From an optimization exercise on the open Yosys and OpenROAD flow, aimed at small area, a short achievable clock period and few clock cycles per item; shortcuts taken in it are not production practice.
At most, simulation tests tie the RTL to the original design; equivalence was not proved.

## alpha
Design riscv_multicycle, start of the top module:
module riscv_multicycle #(
  parameter int unsigned  N        = 32,
  parameter logic [N-1:0] RESET_PC = '0
) (
  input  logic                clk,
  input  logic                rst,
  output logic                mem_req,
  output logic                mem_we,
  output logic [N-1:0]        mem_addr,
  output logic [N-1:0]        mem_wdata,
  input  logic [N-1:0]        mem_rdata,
  input  logic                mem_ready,
  output logic                retire,
  output logic                trap,
  output logic [N-1:0]        pc_out
);
Size in the first run: about 1200 flip-flops, roughly 0.060 sq mm of cells after synthesis.
Settings: LEC_CHECK=0, CAP_MARGIN=20, CELL_PAD_IN_SITES_DETAIL_PLACEMENT=1, CORE_MARGIN=2, CORE_UTILIZATION=30, PLACE_DENSITY=0.4, SETUP_SLACK_MARGIN=4.65, SLEW_MARGIN=20, SYNTH_HIERARCHICAL=1, TNS_END_PERCENT=10; clock period 9.0 ns.
run.sh (not shown) runs the stock make flow with config.mk's settings and CLKGATE_MAP_FILE= SYNTH_SCRIPT=/design/flow/synth_recipe.tcl, a recipe that flattens the netlist after the stock synthesis.
Testbench counts of alpha, summed over its fixed seeds: cycles 90,854, retired 72,013.
--- input diff alpha..beta ---
--- a/flow/design.v
+++ b/flow/design.v
@@ -19,25 +19,24 @@
   localparam logic [6:0] OP_R      = 7'b0110011;
   localparam logic [6:0] OP_IMM    = 7'b0010011;
   localparam logic [6:0] OP_BRANCH = 7'b1100011;
   localparam logic [6:0] OP_JAL    = 7'b1101111;
   logic [N-1:0] r_pc4;     
   logic [N-1:0] r_tgt;     
   logic [11:0]  r_dlo;     
   logic [N-13:0] r_dhi;    
   logic [N-13:0] r_dalt;   
   logic         r_dsel;    
   logic         r_take;    
   logic [N-1:0] r_p, r_g;  
-  logic [11:0]  r_imm;     
   logic [4:0]   r_rd;
   logic         r_ld, r_jal, r_wb, r_sub, r_and, r_or, r_slt;
   logic         r_ag;      
   logic         r_dm;      
   logic         r_we;      
   logic         r_ret;     
   logic         r_ill;     
   logic [N-1:0] r_rf [1:31];
   logic [31:1]  r_v;       
   logic [31*N-1:0] w_rf;
   always_comb
     for (int k = 1; k < 32; k++) w_rf[(k-1)*N +: N] = r_rf[k];
@@ -105,56 +104,55 @@
   logic         d_sub;
   logic [N-1:0] w_bsel, w_bx;
   assign d_sub  = (d_r && d_f7[5] && (d_f3 == 3'b000)) || ((d_r || d_i) && (d_f3 == 3'b010));
   assign w_bsel = d_i ? d_immi : (d_kmem ? {N{1'b0}} : w_opb);
   assign w_bx   = d_sub ? ~w_bsel : w_bsel;
   logic [N-1:0] w_tgt;
   logic [11:0]  w_dlo;
   logic [N-13:0] w_dalt;
   logic         w_dsel;
   logic [11:0]  w_offs;
   logic         w_eq;
   always_comb begin
-    if (r_ag)          w_offs = r_imm;
+    if (r_ag)          w_offs = r_dhi[11:0];
     else if (d_op[5])  w_offs = d_imms[11:0];
     else               w_offs = d_immi[11:0];
   end
   assign w_tgt = w_fa + (d_op[2] ? d_immj : d_immb);
   rv_agen #(.N(N)) u_dad (.a(w_rfa), .off(w_offs), .lo(w_dlo), .alt(w_dalt), .sel(w_dsel));
   rv_eq   #(.N(N)) u_eq  (.a(w_opa), .b(w_opb), .eq(w_eq));
   logic         w_we;
   logic [N-1:0] w_wd;
   assign w_we = r_wb | (r_ld & w_dacc);
   assign w_wd = r_dm ? mem_rdata : w_res;
   always_ff @(posedge clk) begin
     for (int k = 1; k < 32; k++)
       if (w_we && r_rd == 5'(k)) r_rf[k] <= w_wd;
   end
   always_ff @(posedge clk or negedge rst) begin
     if (!rst) r_v <= '0;
     else
       for (int k = 1; k < 32; k++)
         if (w_we && r_rd == 5'(k)) r_v[k] <= 1'b1;
   end
   always_ff @(posedge clk) begin
     if (w_facc) begin
       r_p   <= w_opa ^ w_bx;
       r_g   <= d_kmem ? w_opb : (w_opa & w_bx);
-      r_imm <= w_offs;
       r_rd  <= d_rd;
       r_tgt <= w_tgt;
     end
     if (w_facc | r_ag) begin
       r_dlo  <= w_dlo;
-      r_dhi  <= w_rfa[N-1:12];
+      r_dhi  <= {w_rfa[N-1:24], (w_haz & ~r_ag) ? w_offs : w_rfa[23:12]};
       r_dalt <= w_dalt;
       r_dsel <= w_dsel;
     end
   end
   always_ff @(posedge clk or negedge rst) begin
     if (!rst) begin
       r_pc4  <= RESET_PC;
       r_take <= 1'b0;
       r_ld   <= 1'b0;
       r_jal  <= 1'b0;
       r_wb   <= 1'b0;
       r_sub  <= 1'b0;
Results
Diff alpha -> beta: number of placed I/O pins now sits at about the same level; arrival time reported for the critical path endpoint picked up an extra 130 ps.
| setup slack | beta vs alpha | 120 ps lower |
In beta, the number of multi-input logic gates came out about 1.4% above the value in alpha.
In beta relative to alpha, total area of multi-input combinational cells had gone up slightly.
In the final design statistics, beta uses fewer standard cells in total than alpha.
Sequential share of the synthesized area, alpha and beta: lower on beta
Sequential cell area in the final layout for beta: 360 sq um down relative to alpha
Highest net fanout along the worst path came out higher on beta than on alpha.
Per the comparison of beta with alpha, routability congestion estimate has increased, synthesized cell count has increased.
Only the layout flow was run in beta; the RTL was not checked for function there.

[re-timing with driven ports]
The flow's constraints put no driver on any port. The routed layouts listed below were extracted and timed again, unchanged, in two steps.
Step 1 assumes that a clkbuf_16 drives the clock port and a buf_2 every other input.
Step 2, shift: input delay + t, output delay - t, t = (earliest + latest rising clock arrival at the registers) / 2. This alone moves slack from input paths to output paths.
a / b / c = ideal ports / drivers / drivers and shift; a / b = the first two.
| run | t, ns | setup slack, ns | hold slack, ns | clock arrival spread, ns |
|---|---|---|---|---|
| alpha | 0.891 | 4.417 / 4.416 / 3.577 | 0.493 / 0.493 / 0.493 | 0.037 / 0.037 |
| beta | 0.884 | 4.293 / 4.350 / 3.466 | 0.494 / 0.494 / 0.494 | 0.040 / 0.040 |
After both steps setup and hold are still met in every run listed. For alpha, which loses most, drivers alone change the setup slack by -0.001 ns; drivers and shift together by -0.840 ns.
